Source: an optimization exercise on an open RTL-to-GDS flow (aim: small area, a short achievable clock period and few clock cycles per item). Production flows keep margins and buffers that such runs may drop.
Function was checked by simulation only, so behaviour that the tests miss may differ from the original.
No activity file was given, so power comes from the tool's default toggle rates.

==> design/flow/design.v <==
package fp_sincos_pkg;
	typedef logic [31:0] fp32_t;
	typedef logic [7:0] exp_t;
	typedef logic [23:0] sig_t;
	typedef logic signed [31:0] fix_t;
	typedef logic [4:0] iter_t;
	typedef struct packed {
		fix_t angle;
		logic sin_neg;
		logic cos_neg;
		logic invalid;
	} prep_t;
	typedef struct packed {
		fix_t sin_v;
		fix_t cos_v;
		logic sin_neg;
		logic cos_neg;
		logic invalid;
	} rot_t;
	typedef enum logic [1:0] {
		IDLE,
		RUN,
		FINISH
	} rot_state_e;
	localparam int FRAC_W = 23;
	localparam int FIX_FRAC = 30;
	localparam int EXP_BIAS = 127;
	localparam exp_t EXP_FIX0 = exp_t'(EXP_BIAS + FRAC_W - FIX_FRAC);
	localparam exp_t EXP_ZERO = exp_t'(EXP_FIX0 - FRAC_W - 1);
	localparam exp_t EXP_MAX = exp_t'(EXP_BIAS + 1);
	localparam fp32_t QNAN = 32'h7FC0_0000;
	localparam int CORDIC_ITER = 30;
	localparam fix_t CORDIC_X0 = 32'sd652032874;
	localparam logic [31:0] PI_FIX = 32'd3373259426;
	localparam fix_t HALF_PI_FIX = 32'sd1686629713;
	localparam logic [CORDIC_ITER*32-1:0] ATAN_TABLE = {
		32'sd2, 32'sd4, 32'sd8, 32'sd16, 32'sd32,
		32'sd64, 32'sd128, 32'sd256, 32'sd512, 32'sd1024,
		32'sd2048, 32'sd4096, 32'sd8192, 32'sd16384, 32'sd32768,
		32'sd65536, 32'sd131072, 32'sd262144, 32'sd524288, 32'sd1048576,
		32'sd2097149, 32'sd4194283, 32'sd8388437, 32'sd16775851, 32'sd33543516,
		32'sd67021687, 32'sd133525159, 32'sd263043837, 32'sd497837829, 32'sd843314857
	};
	localparam int PREP_DEPTH = 2;
	localparam int PACK_DEPTH = 2;
	localparam int SINCOS_LATENCY = PREP_DEPTH + 1 + CORDIC_ITER + PACK_DEPTH;
endpackage
module fp_angle_prep (
	input  logic                 clk,
	input  logic                 rst,
	input  logic                 ld_i,
	input  fp_sincos_pkg::fp32_t a_i,
	output fp_sincos_pkg::prep_t prep_o,
	output logic                 prep_vld_o
);
	fp_sincos_pkg::exp_t        a_exp;
	fp_sincos_pkg::sig_t        a_sig;
	logic [31:0] a_mag;
	logic        a_bad;
	logic        s1_vld;
	logic        s1_sign;
	logic        s1_bad;
	logic [31:0] s1_mag;
	logic        over_pi;
	logic        over_half;
	always_comb begin
		a_exp = a_i[30:23];
		a_sig = {a_exp != 8'd0, a_i[22:0]};
		if (a_exp < fp_sincos_pkg::EXP_ZERO)
			a_mag = '0;
		else if (a_exp >= fp_sincos_pkg::EXP_FIX0)
			a_mag = {8'd0, a_sig} << (a_exp - fp_sincos_pkg::EXP_FIX0);
		else
			a_mag = {8'd0, a_sig} >> (fp_sincos_pkg::EXP_FIX0 - a_exp);
		a_bad = (a_exp > fp_sincos_pkg::EXP_MAX);
	end
	assign over_pi = (s1_mag > fp_sincos_pkg::PI_FIX);
	assign over_half = (s1_mag > $unsigned(fp_sincos_pkg::HALF_PI_FIX));
	always_ff @(posedge clk) begin
		if (rst) begin
			s1_vld     <= 1'b0;
			prep_vld_o <= 1'b0;
		end else begin
			s1_vld     <= ld_i;
			prep_vld_o <= s1_vld;
		end
	end
	always_ff @(posedge clk) begin
		if (ld_i) begin
			s1_sign <= a_i[31];
			s1_bad  <= a_bad;
			s1_mag  <= a_mag;
		end
		if (s1_vld) begin
			prep_o.invalid <= s1_bad | over_pi;
			prep_o.sin_neg <= s1_sign;
			prep_o.cos_neg <= over_half;
			if (s1_bad || over_pi)
				prep_o.angle <= '0;
			else if (over_half)
				prep_o.angle <= fp_sincos_pkg::fix_t'(fp_sincos_pkg::PI_FIX - s1_mag);
			else
				prep_o.angle <= fp_sincos_pkg::fix_t'(s1_mag);
		end
	end
endmodule
module cordic_rotator (
	input  logic                 clk,
	input  logic                 rst,
	input  fp_sincos_pkg::prep_t prep_i,
	input  logic                 prep_vld_i,
	output fp_sincos_pkg::rot_t  rot_o,
	output logic                 rot_vld_o,
	output logic                 busy_o
);
	fp_sincos_pkg::rot_state_e state;
	fp_sincos_pkg::iter_t      cnt;
	fp_sincos_pkg::fix_t x_r;
	fp_sincos_pkg::fix_t y_r;
	fp_sincos_pkg::fix_t z_r;
	fp_sincos_pkg::fix_t x_sh;
	fp_sincos_pkg::fix_t y_sh;
	logic sin_neg_r;
	logic cos_neg_r;
	logic invalid_r;
	assign x_sh = x_r >>> cnt;
	assign y_sh = y_r >>> cnt;
	always_ff @(posedge clk) begin
		if (rst) begin
			state     <= fp_sincos_pkg::IDLE;
			cnt       <= '0;
			rot_vld_o <= 1'b0;
		end else begin
			rot_vld_o <= 1'b0;
			case (state)
				fp_sincos_pkg::IDLE: begin
					if (prep_vld_i) begin
						state <= fp_sincos_pkg::RUN;
						cnt   <= '0;
					end
				end
				fp_sincos_pkg::RUN: begin
					if (cnt == fp_sincos_pkg::iter_t'(fp_sincos_pkg::CORDIC_ITER - 1)) begin
						state     <= fp_sincos_pkg::FINISH;
						cnt       <= '0;
						rot_vld_o <= 1'b1;
					end else begin
						cnt <= cnt + 1'b1;
					end
				end
				fp_sincos_pkg::FINISH: begin
					if (cnt == fp_sincos_pkg::iter_t'(fp_sincos_pkg::PACK_DEPTH))
						state <= fp_sincos_pkg::IDLE;
					else
						cnt <= cnt + 1'b1;
				end
				default: state <= fp_sincos_pkg::IDLE;
			endcase
		end
	end
	always_ff @(posedge clk) begin
		if (state == fp_sincos_pkg::IDLE && prep_vld_i) begin
			x_r       <= fp_sincos_pkg::CORDIC_X0;
			y_r       <= '0;
			z_r       <= prep_i.angle;
			sin_neg_r <= prep_i.sin_neg;
			cos_neg_r <= prep_i.cos_neg;
			invalid_r <= prep_i.invalid;
		end else if (state == fp_sincos_pkg::RUN) begin
			if (!z_r[31]) begin
				x_r <= x_r - y_sh;
				y_r <= y_r + x_sh;
				z_r <= z_r - fp_sincos_pkg::fix_t'(fp_sincos_pkg::ATAN_TABLE[32*cnt +: 32]);
			end else begin
				x_r <= x_r + y_sh;
				y_r <= y_r - x_sh;
				z_r <= z_r + fp_sincos_pkg::fix_t'(fp_sincos_pkg::ATAN_TABLE[32*cnt +: 32]);
			end
		end
	end
	assign rot_o.sin_v   = y_r;
	assign rot_o.cos_v   = x_r;
	assign rot_o.sin_neg = sin_neg_r;
	assign rot_o.cos_neg = cos_neg_r;
	assign rot_o.invalid = invalid_r;
	assign busy_o = (state != fp_sincos_pkg::IDLE);
endmodule
module fp_pack_round (
	input  logic                 clk,
	input  logic                 rst,
	input  fp_sincos_pkg::rot_t  rot_i,
	input  logic                 rot_vld_i,
	output fp_sincos_pkg::fp32_t sin_o,
	output fp_sincos_pkg::fp32_t cos_o,
	output logic                 done_o
);
	typedef struct packed {
		logic        sign;
		logic        zero;
		fp_sincos_pkg::exp_t        exp;
		logic [31:0] sig;
	} norm_t;
	logic  s1_vld;
	logic  s1_bad;
	norm_t sin_n;
	norm_t cos_n;
	function automatic logic [41:0] normalize(fp_sincos_pkg::fix_t v, logic neg);
		logic [31:0] mag;
		logic [5:0]  lz;
		norm_t       n;
		mag = v[31] ? 32'(-v) : 32'(v);
		lz  = 6'd32;
		for (int i = 0; i < 32; i++) begin
			if (mag[i])
				lz = 6'(31 - i);
		end
		n.sign = neg ^ v[31];
		n.zero = (lz == 6'd32);
		n.exp  = fp_sincos_pkg::exp_t'(9'd128 - {3'd0, lz});
		n.sig  = mag << lz;
		normalize = n;
	endfunction
	function automatic logic [31:0] round_pack(norm_t n);
		logic [22:0] frac;
		logic        rnd;
		logic        stk;
		logic        up;
		logic [23:0] sum;
		fp_sincos_pkg::exp_t        e;
		fp_sincos_pkg::fp32_t       r;
		frac = n.sig[30:8];
		rnd  = n.sig[7];
		stk  = |n.sig[6:0];
		up   = rnd & (stk | frac[0]);
		sum  = {1'b0, frac} + 24'(up);
		e    = n.exp + fp_sincos_pkg::exp_t'(sum[23]);
		if (n.zero)
			r = {n.sign, 31'd0};
		else
			r = {n.sign, e, sum[22:0]};
		round_pack = r;
	endfunction
	always_ff @(posedge clk) begin
		if (rst) begin
			s1_vld <= 1'b0;
			done_o <= 1'b0;
		end else begin
			s1_vld <= rot_vld_i;
			done_o <= s1_vld;
		end
	end
	always_ff @(posedge clk) begin
		if (rot_vld_i) begin
			s1_bad <= rot_i.invalid;
			sin_n  <= normalize(rot_i.sin_v, rot_i.sin_neg);
			cos_n  <= normalize(rot_i.cos_v, rot_i.cos_neg);
		end
		if (s1_vld) begin
			sin_o <= s1_bad ? fp_sincos_pkg::QNAN : round_pack(sin_n);
			cos_o <= s1_bad ? fp_sincos_pkg::QNAN : round_pack(cos_n);
		end
	end
endmodule
module fp_sincos (
	input  logic                 clk,
	input  logic                 rst,
	input  logic                 ld_i,
	input  fp_sincos_pkg::fp32_t a_i,
	output fp_sincos_pkg::fp32_t sin_o,
	output fp_sincos_pkg::fp32_t cos_o,
	output logic                 done_o,
	output logic                 busy_o
);
	fp_sincos_pkg::prep_t prep;
	logic  prep_vld;
	fp_sincos_pkg::rot_t  rot;
	logic  rot_vld;
	logic  rot_busy;
	logic  ld_go;
	logic  ld_pend;
	assign ld_go  = ld_i & ~busy_o;
	assign busy_o = ld_pend | rot_busy;
	always_ff @(posedge clk) begin
		if (rst)
			ld_pend <= 1'b0;
		else if (ld_go)
			ld_pend <= 1'b1;
		else if (prep_vld)
			ld_pend <= 1'b0;
	end
	fp_angle_prep u_prep (
		.clk       (clk),
		.rst       (rst),
		.ld_i      (ld_go),
		.a_i       (a_i),
		.prep_o    (prep),
		.prep_vld_o(prep_vld)
	);
	cordic_rotator u_rot (
		.clk       (clk),
		.rst       (rst),
		.prep_i    (prep),
		.prep_vld_i(prep_vld),
		.rot_o     (rot),
		.rot_vld_o (rot_vld),
		.busy_o    (rot_busy)
	);
	fp_pack_round u_pack (
		.clk      (clk),
		.rst      (rst),
		.rot_i    (rot),
		.rot_vld_i(rot_vld),
		.sin_o    (sin_o),
		.cos_o    (cos_o),
		.done_o   (done_o)
	);
endmodule
==> design/flow/run.sh <==
#!/bin/bash
# synth_recipe.tcl (not shown) runs the flow's synth.tcl, then flattens the netlist and writes it again
# the make line also repeats each setting of config.mk as NAME=value (left out here)
make -C /OpenROAD-flow-scripts/flow DESIGN_CONFIG=/design/flow/config.mk WORK_HOME=/design/flow/orfs CLKGATE_MAP_FILE= SYNTH_SCRIPT=/design/flow/synth_recipe.tcl finish
==> design/flow/config.mk <==
export PLATFORM = sky130hd
export DESIGN_NAME = fp_sincos
export DESIGN_NICKNAME = fp_sincos
export VERILOG_FILES = /design/flow/design.v
export SDC_FILE = /design/flow/constraint.sdc
export NUM_CORES = 4
export LEC_CHECK = 0
export CAP_MARGIN = 20
export CORE_MARGIN = 2
export CORE_UTILIZATION = 40
export SLEW_MARGIN = 20
==> design/flow/constraint.sdc <==
create_clock -name core_clock -period 8.5 [get_ports {clk}]
set_input_delay 1.7000 -clock core_clock [delete_from_list [all_inputs] [get_ports {clk}]]
set_output_delay 1.7000 -clock core_clock [all_outputs]
set_load 0.01 [all_outputs]
==> impl_metrics.toml <==
[synth]
synth_area_leaders = "edfxtp_1, mux2i_1, mux4_2"
synthSimpleGateAreaFrac_pct = 19.7
async_reset_ff_share_pct = 0
syn_avg_cell_area_sq_um = 8.26
synth.mux.area_fraction_pct = 13.4
synth_top_area_share_pct = 22.2
ys_ff_latch = 328
synth_flop_cell = "edfxtp_1"
synth_top_family_by_area = "compound AO/OA/AOI/OAI gates"
yosysWarnings = 4
synth_compound_area_share_pct = 22.6
synth_xor_xnor_area_share_pct = 8.02
synth_fp_nets = 4271
synthAdderAreaFrac_pct = 4.82
synth_cells = 4107
syn-cell-area_sq_um = 33900
yosys.area.top_type = "edfxtp_1"
netlist-cell-type-count = 102
synth_enable_flop_cells = 251
synth-seq-area-share_pct = 26.7

[timing]
slew_viol_final = 0
tightest_slew_ns = 1.07
slew_headroom_pct = 28.5
post-route-period-util_pct = 86.7
setup_viol = 0
hold_violations = 0
finalCriticalPeriod_ns = 7.37
rsz0062_at_grt = "false"
clock_skew_ns = 0.0434
fin_tns_setup_ns = 0
timing.final.ws_setup_ns = 1.13
fmax_mhz = 136

[clocking]
clock_sinks = 328
cts_hold_buf = 0
clk_pin_slew_ns = 0.06
postCtsSetupRepairBufs = 0
cts_resized = 0
clk_latency_ns = 0.59
clockRootBuffer = "clkbuf_16"
clk_path_buf_depth = 3
numCtsBuffers = 40
htree_levels = 2
cts_tree = "yes"

[critical_path]
crit_fanout = 59
critical_path.max_stage_delay_ns = 0.98
end_kind = "flip-flop"
cp-start-kind = "flip-flop"
path_buf_inv = 2
cp_top_family = "compound AO/OA/AOI/OAI gates"
worst-setup-path-type = "reg2reg"
slowest_stage = "dfxtp_4"
crit_chain = "buf_4 -> mux4_2 -> mux2_2 -> a222oi_1 -> ha_1 -> inv_1 -> nor4_1 -> a21oi_1 -> xnor2_1 -> ha_1 -> or3_1 -> o2111ai_1 -> nor2_1 -> o311a_1 -> a31oi_1 -> o21ai_0 -> o21ai_0 -> o311ai_0 -> o211ai_1 -> xnor2_1 -> nor2_1 -> xnor2_1 -> nor2_1"
cp.required_ns = 8.94
crit_arrival_ns = 7.80

[routing]
routed_wl_um = 107000
drtPass1Iterations = 8
num_vias = 31700
drc_errors = 0
drtAntennaViolNets = 0
vias_per_cell = 6.13
wl_per_cell_um = 20.7
first_iter_violations = 3593

[die]
die_width_um = 295
ios = 101
fp.dieH_um = 295
start_util_pct = 40.5
rows = 106
dieArea_sq_um = 87200
fp.coreArea_sq_um = 83800

[outcome]
outcome = "finished clean"

[final_layout]
seqCellArea_sq_um = 9100
multi_input_area_sq_um = 23300
area_growth_pct = 8.93
num-nets-final = 4176
layout-drive-gt1-share_pct = 8.56
diodes = 0
n_fill_cell = 8402

[hold_path]
min_path_type = "reg2reg"

[place]
dp_hpwl_um = 79100
place_congestion = 0.949
io_buffers = 100
place_ws_ns = 1.17

[pwr]
switchingPower_uw = 8700
worst_ir_drop_vdd_uv = 247
p_seq_share_pct = 18.1
p_leak_uw = 0.0135
clkPwrFrac_pct = 10.2
sw_frac_of_total_pct = 51.7
p_int_uw = 8110
powerDensity_nw_per_um2 = 455
combPwrFrac_pct = 71.7

[global_route]
grt_pass1_wl_um = 168000
grt_util_all_layers_pct = 23.9
grt-ovfl-total = 0
grt_max_degree = 85
grt_pass1_vias = 29500
antenna_found_initial = 0

[run]
maxCapViolCount = 0
==> synthesized netlist by cell type (48+ instances only) <==
| master | n |
|---|---|
| a21o_1 | 65 |
| a21oi_1 | 290 |
| a31oi_1 | 52 |
| clkbuf_1 | 226 |
| dfxtp_1 | 77 |
| edfxtp_1 | 251 |
| ha_1 | 126 |
| inv_1 | 89 |
| mux2_2 | 55 |
| mux2i_1 | 197 |
| mux4_2 | 85 |
| nand2_1 | 364 |
| nand3_1 | 106 |
| nor2_1 | 476 |
| nor3_1 | 95 |
| o21a_1 | 48 |
| o21ai_0 | 262 |
| xnor2_1 | 176 |
| xor2_1 | 135 |
==> flip-flops by register name, indices dropped and copies added, names as in the netlist, 2 cells and up <==
name / flops
u_rot.state: 2
u_prep.s1_mag: 32
u_pack.cos_o: 32
u_pack.cos_n: 41
u_rot.cnt: 5
u_rot.y_r: 32
u_pack.sin_o: 32
u_rot.x_r: 32
u_rot.z_r: 32
u_prep.prep_o: 35
u_pack.sin_n: 41
==> path summary, 6_finish.rpt <==
kind / startpoint / end / slack, ns / cells after the start
min: u_prep.prep_o[2]$_DFFE_PP_ / u_rot.sin_neg_r$_DFFE_PP_ / 0.43 / 0
min reg2reg: u_prep.prep_o[2]$_DFFE_PP_ / u_rot.sin_neg_r$_DFFE_PP_ / 0.43 / 0
max reg2reg: u_rot.cnt[0]$_SDFFE_PP0P_ / u_rot.y_r[31]$_SDFFE_PP0P_ / 1.13 / 23
max: u_rot.cnt[0]$_SDFFE_PP0P_ / u_rot.y_r[31]$_SDFFE_PP0P_ / 1.13 / 23
==> cells by family after synthesis <==
kind of cell / count (synthesis)
DFF: 328
and+or+nand+nor: 1420
xor gates and xnor gates: 311
muxes: 339
adders and majority gates: 129
AOI/OAI and AO/OA: 1179
buffers and inverters: 401
==> routing by layer <==
layer  GRT usage [%]  wire [um]  up-vias
li1                -          -    15100
met1            32.4      47000    15100
met2            39.2      49100     1266
met3            3.16       7360      251
met4            8.05       3510        0
met5               0          0        -
==> through the flow <==
| stage | std cells | hold slack, ns | util, % | power, uW | cell area, sq um |
|---|---|---|---|---|---|
| 3_3_place_gp | 5104 | 0.409 | 42.5 | 14800 | 35700 |
| 4_1_cts | 5178 | 0.437 | 44.1 | 16600 | 37000 |
| 2_1_floorplan | 4107 | 0.400 | - | 11800 | 33900 |
| 5_1_grt | 5178 | 0.443 | 44.1 | 18000 | 37000 |
| 3_5_place_dp | 5104 | 0.424 | 42.5 | 14800 | 35700 |
| 6_report | 5178 | 0.431 | 44.1 | 16800 | 37000 |
==> layout make-up <==
class / instances / area share [%]
multi-input cells: 3378 / 63.0
flip-flops and latches: 328 / 24.6
repair buffers: 164 / 3.99
well taps: 1134 / 3.84
clock buffers: 54 / 3.02
inverters: 100 / 1.02
clock inverters: 20 / 0.548
==> power groups by stage <==
stage,logic (uW),registers (uW),clock network (uW)
global route,13100,3070,1810
finish,12000,3040,1720
floorplan,9270,2550,0
CTS,11800,3020,1760
global placement,11800,3050,0
detailed placement,11800,3050,0
==> cells in the final DEF (no fill, tap or decap), types with 65 or more instances in the layout <==
| cell | Yosys | routed |
|---|---|---|
| mux4_2 | 85 | 85 |
| ha_1 | 126 | 125 |
| a21oi_1 | 290 | 290 |
| xnor2_1 | 176 | 176 |
| nand3_1 | 106 | 106 |
| o21ai_0 | 262 | 260 |
| inv_1 | 89 | 88 |
| xor2_1 | 135 | 135 |
| nor2_1 | 476 | 476 |
| clkdlybuf4s50_1 | 0 | 99 |
| a21o_1 | 65 | 65 |
| mux2i_1 | 197 | 197 |
| dfxtp_1 | 77 | 68 |
| nor3_1 | 95 | 95 |
| nand2_1 | 364 | 363 |
| edfxtp_1 | 251 | 251 |
==> worst reg2reg max path: stages (launching register included) <==
cell and delay [ns]:
dfxtp_4 0.98, buf_4 0.47, mux4_2 0.57, mux2_2 0.30
a222oi_1 0.57, ha_1 0.30, inv_1 0.07, nor4_1 0.64
a21oi_1 0.17, xnor2_1 0.17, ha_1 0.23, or3_1 0.43
o2111ai_1 0.20, nor2_1 0.09, o311a_1 0.36, a31oi_1 0.27
o21ai_0 0.19, o21ai_0 0.49, o311ai_0 0.22, o211ai_1 0.15
xnor2_1 0.14, nor2_1 0.06, xnor2_1 0.15, nor2_1 0.05
Testbench counts, summed over its fixed seeds: cycles 18,424, items 512.

static timing again, ports no longer ideal:
In the flow no input, the clock included, has a driving cell. The finished layout below was timed again as built, in two steps.
Step 1: set_driving_cell puts a clkbuf_16 on clk and a buf_2 on each other input, an assumption about the parent block.
Step 2 times the ports against the registers' clock, not the clock port: input delays grow and output delays shrink by t, the midpoint of the rising clock arrivals with the driver on.
Three values: no drivers, after step 1, after step 2; two values: the first two.
t (ns): 0.629
setup WS [ns]: 1.134 / 1.134 / 1.134
worst setup path at the end: register to register
latest minus earliest clock arrival (ns): 0.043 / 0.043
worst data-port slew with drivers (ns): 0.06
After both steps setup and hold are still met in this run. For this run, drivers alone change the setup slack by 0.000 ns; drivers and shift together by 0.000 ns.
